What follows belongs to an exercise in optimizing a design on an open flow for small area, a short achievable clock period and few clock cycles; a production flow would make more cautious choices.
Only simulation tests tie the RTL to the original design; equivalence was not proved.
Power is estimated from default activity; no workload was simulated.

## vs_topk_core
module vs_topk_core (
    input  logic          clk,
    input  logic          reset_n,
    input  logic          start,
    input  logic          mode,
    input  logic [11:0]   base_addr,
    input  logic [9:0]    vector_count,
    input  logic [7:0]    dim_words,
    output logic          mem_rd_en,
    output logic [11:0]   mem_addr,
    input  logic [63:0]   mem_data,
    output logic          busy,
    output logic          done,
    output logic [2:0]    topk_count,
    output logic [127:0]  topk_score,
    output logic [39:0]   topk_id
);
clock: 15.0 ns
lec_check: 0
cap_margin: 20
core_margin: 2
core_utilization: 60
cts_cluster_diameter: 120
cts_cluster_size: 20
slew_margin: 20
standard.sh (not shown) runs the stock make flow with config.mk's settings and CLKGATE_MAP_FILE= SYNTH_SCRIPT=/design/flow/synth_recipe.tcl, a recipe that flattens the netlist after the stock synthesis.
==> flow/flow/run.sh <==
#!/bin/bash
# Layout: the standard ORFS flow, with the port buffers inserted during
# placement made plain sky130_fd_sc_hd__buf_1 cells (buffer_ports' own
# choice is the slower, larger clkdlybuf4s50_1), and repair_timing asked for
# 10.7 ns of setup slack at the 15 ns clock. Everything else is standard.
set -euo pipefail
bash standard.sh synth > make_synth.log 2>&1
bash standard.sh finish "BUFFER_PORTS_ARGS=-buffer_cell sky130_fd_sc_hd__buf_1" SETUP_SLACK_MARGIN=10.7 > make_finish.log 2>&1
The baseline finished with timing, DRC and antenna clean.
Testbench counts at the start, summed over its fixed seeds: cycles 128,284.
Rerun with:
==> flow/flow/run.sh (replaced) <==
#!/bin/bash
# Layout: the standard ORFS flow, with the port buffers inserted during
# placement made plain sky130_fd_sc_hd__buf_1 cells (buffer_ports' own
# choice is the slower, larger clkdlybuf4s50_1), and repair_timing asked for
# 10.9 ns of setup slack at the 15 ns clock. Everything else is standard.
set -euo pipefail
bash standard.sh synth > make_synth.log 2>&1
bash standard.sh finish "BUFFER_PORTS_ARGS=-buffer_cell sky130_fd_sc_hd__buf_1" SETUP_SLACK_MARGIN=10.9 > make_finish.log 2>&1
What happened: Worst setup slack improved by 18 ps; synthesized area stays the same; total power came out higher by 4.5%; clock skew went down by 16 ps.

---

Setup of run A:
Starting RTL as in the previous note.
==> flow/config.mk <==
export PLATFORM = sky130hd
export DESIGN_NAME = vs_topk_core
export DESIGN_NICKNAME = vs_topk_core
export VERILOG_FILES = /design/flow/design.v
export SDC_FILE = /design/flow/constraint.sdc
export NUM_CORES = 4
export LEC_CHECK = 0
export CAP_MARGIN = 20
export CORE_MARGIN = 2
export CORE_UTILIZATION = 40
export SLEW_MARGIN = 20
==> flow/constraint.sdc <==
create_clock -name core_clock -period 15.0 [get_ports {clk}]
set_input_delay 3.0000 -clock core_clock [delete_from_list [all_inputs] [get_ports {clk}]]
set_output_delay 3.0000 -clock core_clock [all_outputs]
set_load 0.01 [all_outputs]
==> flow/flow/run.sh <==
#!/bin/bash
# Layout: the standard ORFS flow, with the port buffers inserted during
# placement made plain sky130_fd_sc_hd__buf_1 cells (buffer_ports' own
# choice is the slower, larger clkdlybuf4s50_1), and repair_timing asked for
# 11.5 ns of setup slack at the 15 ns clock. Everything else is standard.
set -euo pipefail
bash standard.sh synth > make_synth.log 2>&1
bash standard.sh finish "BUFFER_PORTS_ARGS=-buffer_cell sky130_fd_sc_hd__buf_1" SETUP_SLACK_MARGIN=11.5 > make_finish.log 2>&1
Run A was carried through to the last stage, and its layout satisfied the timing, design-rule and antenna checks.
Testbench counts of run A, summed over its fixed seeds: cycles 128,284.
diff inputs: run A => run B
==> flow/flow/run.sh <==
#!/bin/bash
# Layout: the standard ORFS flow, with the port buffers inserted during
# placement made plain sky130_fd_sc_hd__buf_1 cells (buffer_ports' own
# choice is the slower, larger clkdlybuf4s50_1). Everything else is standard.
set -euo pipefail
bash standard.sh synth > make_synth.log 2>&1
bash standard.sh finish "BUFFER_PORTS_ARGS=-buffer_cell sky130_fd_sc_hd__buf_1" > make_finish.log 2>&1
Results
Against run A as the reference, run B delivers a lower part of the total power dissipated in combinational logic. Against run A, run B reports a share of the clock period used by the worst path after layout that is higher. Compared run B against run A; total number of multi-input combinational cells within noise. Run B vs run A — sum of met2 wire segment lengths after detailed routing dropped by more than 10%. Hold slack on run B is ahead of run A. Comparing run A and run B, the lower wire length is on run B.
### run B -> run C
==> flow/flow/run.sh <==
#!/bin/bash
# Layout: the standard ORFS flow, with the port buffers inserted during
# placement made plain sky130_fd_sc_hd__buf_1 cells (buffer_ports' own
# choice is the slower, larger clkdlybuf4s50_1), and repair_timing asked for
# 11.0 ns of setup slack at the 15 ns clock. Everything else is standard.
set -euo pipefail
bash standard.sh synth > make_synth.log 2>&1
bash standard.sh finish "BUFFER_PORTS_ARGS=-buffer_cell sky130_fd_sc_hd__buf_1" SETUP_SLACK_MARGIN=11.0 > make_finish.log 2>&1
[summary]
Run C closes out successfully: all stages finished, all timing, DRC and antenna checks passed.
In the tables for run B and run C, power reads higher with run C.
A end point of the critical path of topk_score[26] is what run C shows, while acc_q[23] belongs to run B.
Relative to run B, run C improves clock period minus final worst setup slack.
Reported for run B and run C, count of unique library cells instantiated by Yosys turned out identical to the last digit.
Relative to run B, the core utilization of run C is higher by 5.3 points.
Looking at combined global-route utilization of all metal layers across run B and run C, the one that comes out higher is run C.
Compared with run B, run C instantiates a larger number of cells.
Modified inputs, run D compared to run C
Settings: CTS_CLUSTER_SIZE: unset -> 20; CORE_UTILIZATION: 40 -> 60; CTS_CLUSTER_DIAMETER: unset -> 120.
==> flow/flow/run.sh <==
#!/bin/bash
# Layout: the standard ORFS flow, with the port buffers inserted during
# placement made plain sky130_fd_sc_hd__buf_1 cells (buffer_ports' own
# choice is the slower, larger clkdlybuf4s50_1), and repair_timing asked for
# 10.5 ns of setup slack at the 15 ns clock. Everything else is standard.
set -euo pipefail
bash standard.sh synth > make_synth.log 2>&1
bash standard.sh finish "BUFFER_PORTS_ARGS=-buffer_cell sky130_fd_sc_hd__buf_1" SETUP_SLACK_MARGIN=10.5 > make_finish.log 2>&1
[summary]
Run C leaves more setup margin than run D. Run comparison: run C capturing instance or port of the critical path topk_score[26]; run D capturing instance or port of the critical path r3_q[9]. Looking at maximum net fanout on the critical path, run D sits 6 higher than run C does. Min sequential portion of the cell area across run C and run D: run C. From run C to run D the numbers moved as follows: number of nets in the layout shows a reduction of 255; maximum single-stage delay on the critical path shows an increase of 0.15 ns; via count shows a reduction of 719.

[what the ideal ports hide]
In the flow no input, the clock included, has a driving cell. The finished layouts below were timed again as built, in two steps.
Step 1: set_driving_cell puts a clkbuf_16 on clk and a buf_2 on each other input, an assumption about the parent block.
Step 2 times the ports against the registers' clock, not the clock port: input delays grow and output delays shrink by t, the midpoint of the rising clock arrivals with the driver on.
a / b / c = no drivers / after step 1 / after step 2; a / b = the first two.
run | t, ns | setup WS [ns] | clock arrival spread, ns
the first run of note 1 | 0.601 | 10.738 / 10.691 / 10.170 | 0.034 / 0.034
the second run of note 1 | 0.615 | 10.756 / 10.696 / 10.238 | 0.019 / 0.019
run A | 0.640 | 10.731 / 10.670 / 10.267 | 0.029 / 0.028
run B | 0.628 | 10.085 / 10.085 / 9.889 | 0.036 / 0.036
run C | 0.655 | 10.701 / 10.640 / 10.263 | 0.039 / 0.038
run D | 0.609 | 10.634 / 10.629 / 10.097 | 0.036 / 0.036
After both steps every run listed still meets setup and hold. For the first run of note 1, which loses most, drivers alone change the setup slack by -0.047 ns; drivers and shift together by -0.568 ns.
